This is an optimization exercise on Yosys and OpenROAD, whose aim is small area, a short achievable clock period and few clock cycles per item, not a production implementation. Only simulation tests tie the RTL to the original design; equivalence was not proved. No activity file was given, so power comes from the tool's default toggle rates.

## display_test_pattern_generator
module display_test_pattern_generator (
  input  wire logic                           clk,
  input  wire logic                           rst_n,
  input  wire logic                           cfg_we,
  input  wire logic [dtpg_pkg::CFG_IDX_W-1:0] cfg_index,
  input  wire logic [dtpg_pkg::CFG_DAT_W-1:0] cfg_wdata,
  input  wire logic                           in_tvalid,
  output logic                                in_tready,
  input  wire logic [7:0]                     in_tdata,    
  output logic                                out_tvalid,
  input  wire logic                           out_tready,
  output logic [63:0]                         out_tdata,
  output logic                                out_tlast    
);
Size: ~240 flip-flops, roughly 99 I/O pins, about 16000 um2 of cells after synthesis.
==> flow/config.mk <==
export PLATFORM = sky130hd
export DESIGN_NAME = display_test_pattern_generator
export DESIGN_NICKNAME = display_test_pattern_generator
export VERILOG_FILES = /design/flow/design.v
export SDC_FILE = /design/flow/constraint.sdc
export NUM_CORES = 4
export LEC_CHECK = 0
export CAP_MARGIN = 20
export CORE_MARGIN = 2
export CORE_UTILIZATION = 40
export SETUP_SLACK_MARGIN = 4.2
export SLEW_MARGIN = 20
export TNS_END_PERCENT = 5
==> flow/constraint.sdc <==
create_clock -name core_clock -period 7.5 [get_ports {clk}]
set_input_delay 1.5000 -clock core_clock [delete_from_list [all_inputs] [get_ports {clk}]]
set_output_delay 1.5000 -clock core_clock [all_outputs]
set_load 0.01 [all_outputs]
standard.sh (not shown) runs the stock make flow with config.mk's settings and CLKGATE_MAP_FILE= SYNTH_SCRIPT=/design/flow/synth_recipe.tcl, a recipe that flattens the netlist after the stock synthesis.
==> flow/flow/run.sh <==
#!/bin/bash
# Standard layout (standard synthesis unchanged), with the port buffers made from plain
# buffers instead of the delay cells buffer_ports picks by default.
set -e
export BUFFER_PORTS_ARGS="-buffer_cell sky130_fd_sc_hd__buf_2"
bash standard.sh > standard.log 2>&1
Testbench counts at the start, summed over its fixed seeds: cycles 30,016, items 29,696.
Next try:
==> flow/run.sh (new file) <==
#!/bin/bash
# synth_recipe.tcl (not shown) runs the flow's synth.tcl, then flattens the netlist and writes it again
# the make line also repeats each setting of config.mk as NAME=value (left out here)
make -C /OpenROAD-flow-scripts/flow DESIGN_CONFIG=/design/flow/config.mk WORK_HOME=/design/flow/orfs CLKGATE_MAP_FILE= SYNTH_SCRIPT=/design/flow/synth_recipe.tcl finish
removed: flow/flow/run.sh
removed: flow/standard.sh
=> Worst setup slack gets worse by 0.0063 ns. Design area goes up by 4.2%. Power falls by 0.50%. Routed wire length rises by 1.0%. Sequential share of layout area shrinks by 1.1 points. Via count is higher by 2.0%. Critical path depth stays the same. Fmax stays flat. Synthesized area stays the same.

---

Starting RTL as in the previous note.
clock: 7.5 ns
lec_check: 0
cap_margin: 20
core_margin: 2
core_utilization: 40
setup_slack_margin: 4.0
slew_margin: 20
tns_end_percent: 5
==> flow/flow/run.sh <==
#!/bin/bash
# Standard layout (standard synthesis unchanged), with the port buffers made from plain
# buffers instead of the delay cells buffer_ports picks by default.
set -e
export BUFFER_PORTS_ARGS="-buffer_cell sky130_fd_sc_hd__buf_2"
bash standard.sh > standard.log 2>&1
The baseline ran to the end with no violations.
Testbench counts at the start, summed over its fixed seeds: cycles 30,016, items 29,696.
Next try:
--- a/flow/flow/run.sh
+++ b/flow/flow/run.sh
@@ -5,2 +5,3 @@
 export BUFFER_PORTS_ARGS="-buffer_cell sky130_fd_sc_hd__buf_2"
+export CTS_ARGS="-sink_clustering_enable -repair_clock_nets -dont_use_dummy_load"
 bash standard.sh > standard.log 2>&1
CORE_UTILIZATION = 60   (was 40)
SETUP_SLACK_MARGIN = 4.2   (was 4.0)
Result:
- The changed run ran to the end with no violations
- global-route usage increases by 8.7 points
- power decreases by 10%
- via count increases by 2.3%
- first-iteration DRC count increases by 40%
- final cell count decreases by 7.2%

---

display_test_pattern_generator again, from the RTL that the note above started with.
clock: 7.5 ns
lec_check: 0
cap_margin: 20
core_margin: 2
core_utilization: 40
place_density_lb_addon: 0.2
setup_slack_margin: 4.2
slew_margin: 20
tns_end_percent: 5
==> flow/flow/run.sh <==
#!/bin/bash
# Standard layout (standard synthesis unchanged), with the port buffers made from plain
# buffers instead of the delay cells buffer_ports picks by default.
set -e
export BUFFER_PORTS_ARGS="-buffer_cell sky130_fd_sc_hd__buf_2"
export CTS_ARGS="-sink_clustering_enable -repair_clock_nets -dont_use_dummy_load"
bash standard.sh > standard.log 2>&1
Testbench counts at the start, summed over its fixed seeds: cycles 30,016, items 29,696.
Then changed:
- CORE_UTILIZATION: 40 -> 60
What happened: Combinational power went up by 7.9%. Synthesized area stays the same. Core utilization went up by 24 points.
Then changed:
- CORE_UTILIZATION: 60 -> 40
- PLACE_DENSITY_LB_ADDON: 0.2 -> default
- The changed run passed the timing, DRC and antenna checks
- worst setup slack degrades by 8.7 ps
- global-route usage came out lower by 9.1 points
- flip-flop and latch count does not change
- clock power grows by about 4%
- total power barely changes
- worst hold slack got worse by 5.0 ps
- final area is about the same
- clock-buffer cell count went up by 1
- wire length came out higher by 1.7%
- core utilization went down by 24 points
- via count fell by 5.0%
Then changed:
==> flow/run.sh (new file) <==
#!/bin/bash
# synth_recipe.tcl (not shown) runs the flow's synth.tcl, then flattens the netlist and writes it again
# the make line also repeats each setting of config.mk as NAME=value (left out here)
make -C /OpenROAD-flow-scripts/flow DESIGN_CONFIG=/design/flow/config.mk WORK_HOME=/design/flow/orfs CLKGATE_MAP_FILE= SYNTH_SCRIPT=/design/flow/synth_recipe.tcl finish
- SETUP_SLACK_MARGIN: 4.2 -> 4.6
removed: flow/flow/run.sh
removed: flow/standard.sh
Wire length came out higher by 4.7%.
Total power came out higher by 9.7%.
Area after synthesis does not change.
Final area climbs by 8.5%.
Final cell count increases by 3.7%.
Via count grows by 3.8%.
Worst setup slack is better by 44 ps.
Then changed:
==> flow/flow/run.sh (new file) <==
#!/bin/bash
# Standard layout (standard synthesis unchanged), with the port buffers made from plain
# buffers instead of the delay cells buffer_ports picks by default.
set -e
export BUFFER_PORTS_ARGS="-buffer_cell sky130_fd_sc_hd__buf_2"
export CTS_ARGS="-sink_clustering_enable -repair_clock_nets -dont_use_dummy_load"
bash standard.sh > standard.log 2>&1
==> flow/standard.sh (new file) <==
#!/bin/bash
# synth_recipe.tcl (not shown) runs the flow's synth.tcl, then flattens the netlist and writes it again
# the make line also repeats each setting of config.mk as NAME=value (left out here)
make -C /OpenROAD-flow-scripts/flow DESIGN_CONFIG=/design/flow/config.mk WORK_HOME=/design/flow/orfs CLKGATE_MAP_FILE= SYNTH_SCRIPT=/design/flow/synth_recipe.tcl "${@:-finish}"
- PLACE_DENSITY_LB_ADDON: default -> 0.35
- SETUP_SLACK_MARGIN: 4.6 -> 4.2
removed: flow/run.sh
Effect:
- die area does not change
- total power fell by 9.6%
- worst setup slack loses 24 ps
- utilization shrinks by 3.6 points

[port drivers added, routing unchanged]
The flow's constraints put no driver on any port. The routed layouts listed below were extracted and timed again, unchanged, in two steps.
Step 1 assumes that a clkbuf_16 drives the clock port and a buf_2 every other input.
Step 2 moves the port delays by t, midway between the first and last clock arrival at a register: inputs arrive t later, outputs are due t later. That takes back most of the time a late clock gives input paths.
Three values: ideal, step 1, step 2; two values: the first two.
run	t (ns)	slack for setup (ns)	hold WS [ns]	clock arrival spread, ns
the first run of note 1	0.626	4.117 / 4.063 / 3.526	0.462 / 0.462 / 0.462	0.029 / 0.030
the second run of note 1	0.619	4.111 / 4.054 / 3.560	0.473 / 0.473 / 0.473	0.019 / 0.019
the first run of note 2	0.625	3.949 / 3.891 / 3.470	0.466 / 0.466 / 0.466	0.022 / 0.022
the second run of note 2	0.588	4.108 / 4.058 / 3.648	0.465 / 0.465 / 0.465	0.056 / 0.056
the first run of note 3	0.602	4.125 / 4.070 / 3.642	0.467 / 0.467 / 0.467	0.042 / 0.042
the second run of note 3	0.588	4.116 / 4.066 / 3.611	0.467 / 0.467 / 0.467	0.022 / 0.022
the third run of note 3	0.614	4.108 / 4.052 / 3.547	0.462 / 0.462 / 0.462	0.047 / 0.048
the fourth run of note 3	0.616	4.152 / 4.112 / 3.589	0.467 / 0.467 / 0.467	0.015 / 0.014
the fifth run of note 3	0.593	4.128 / 4.073 / 3.589	0.464 / 0.464 / 0.464	0.052 / 0.052
After both steps every run listed still meets setup and hold. The setup slack of the first run of note 1, which loses most, moves by -0.054 ns with the drivers and by -0.591 ns with both steps.
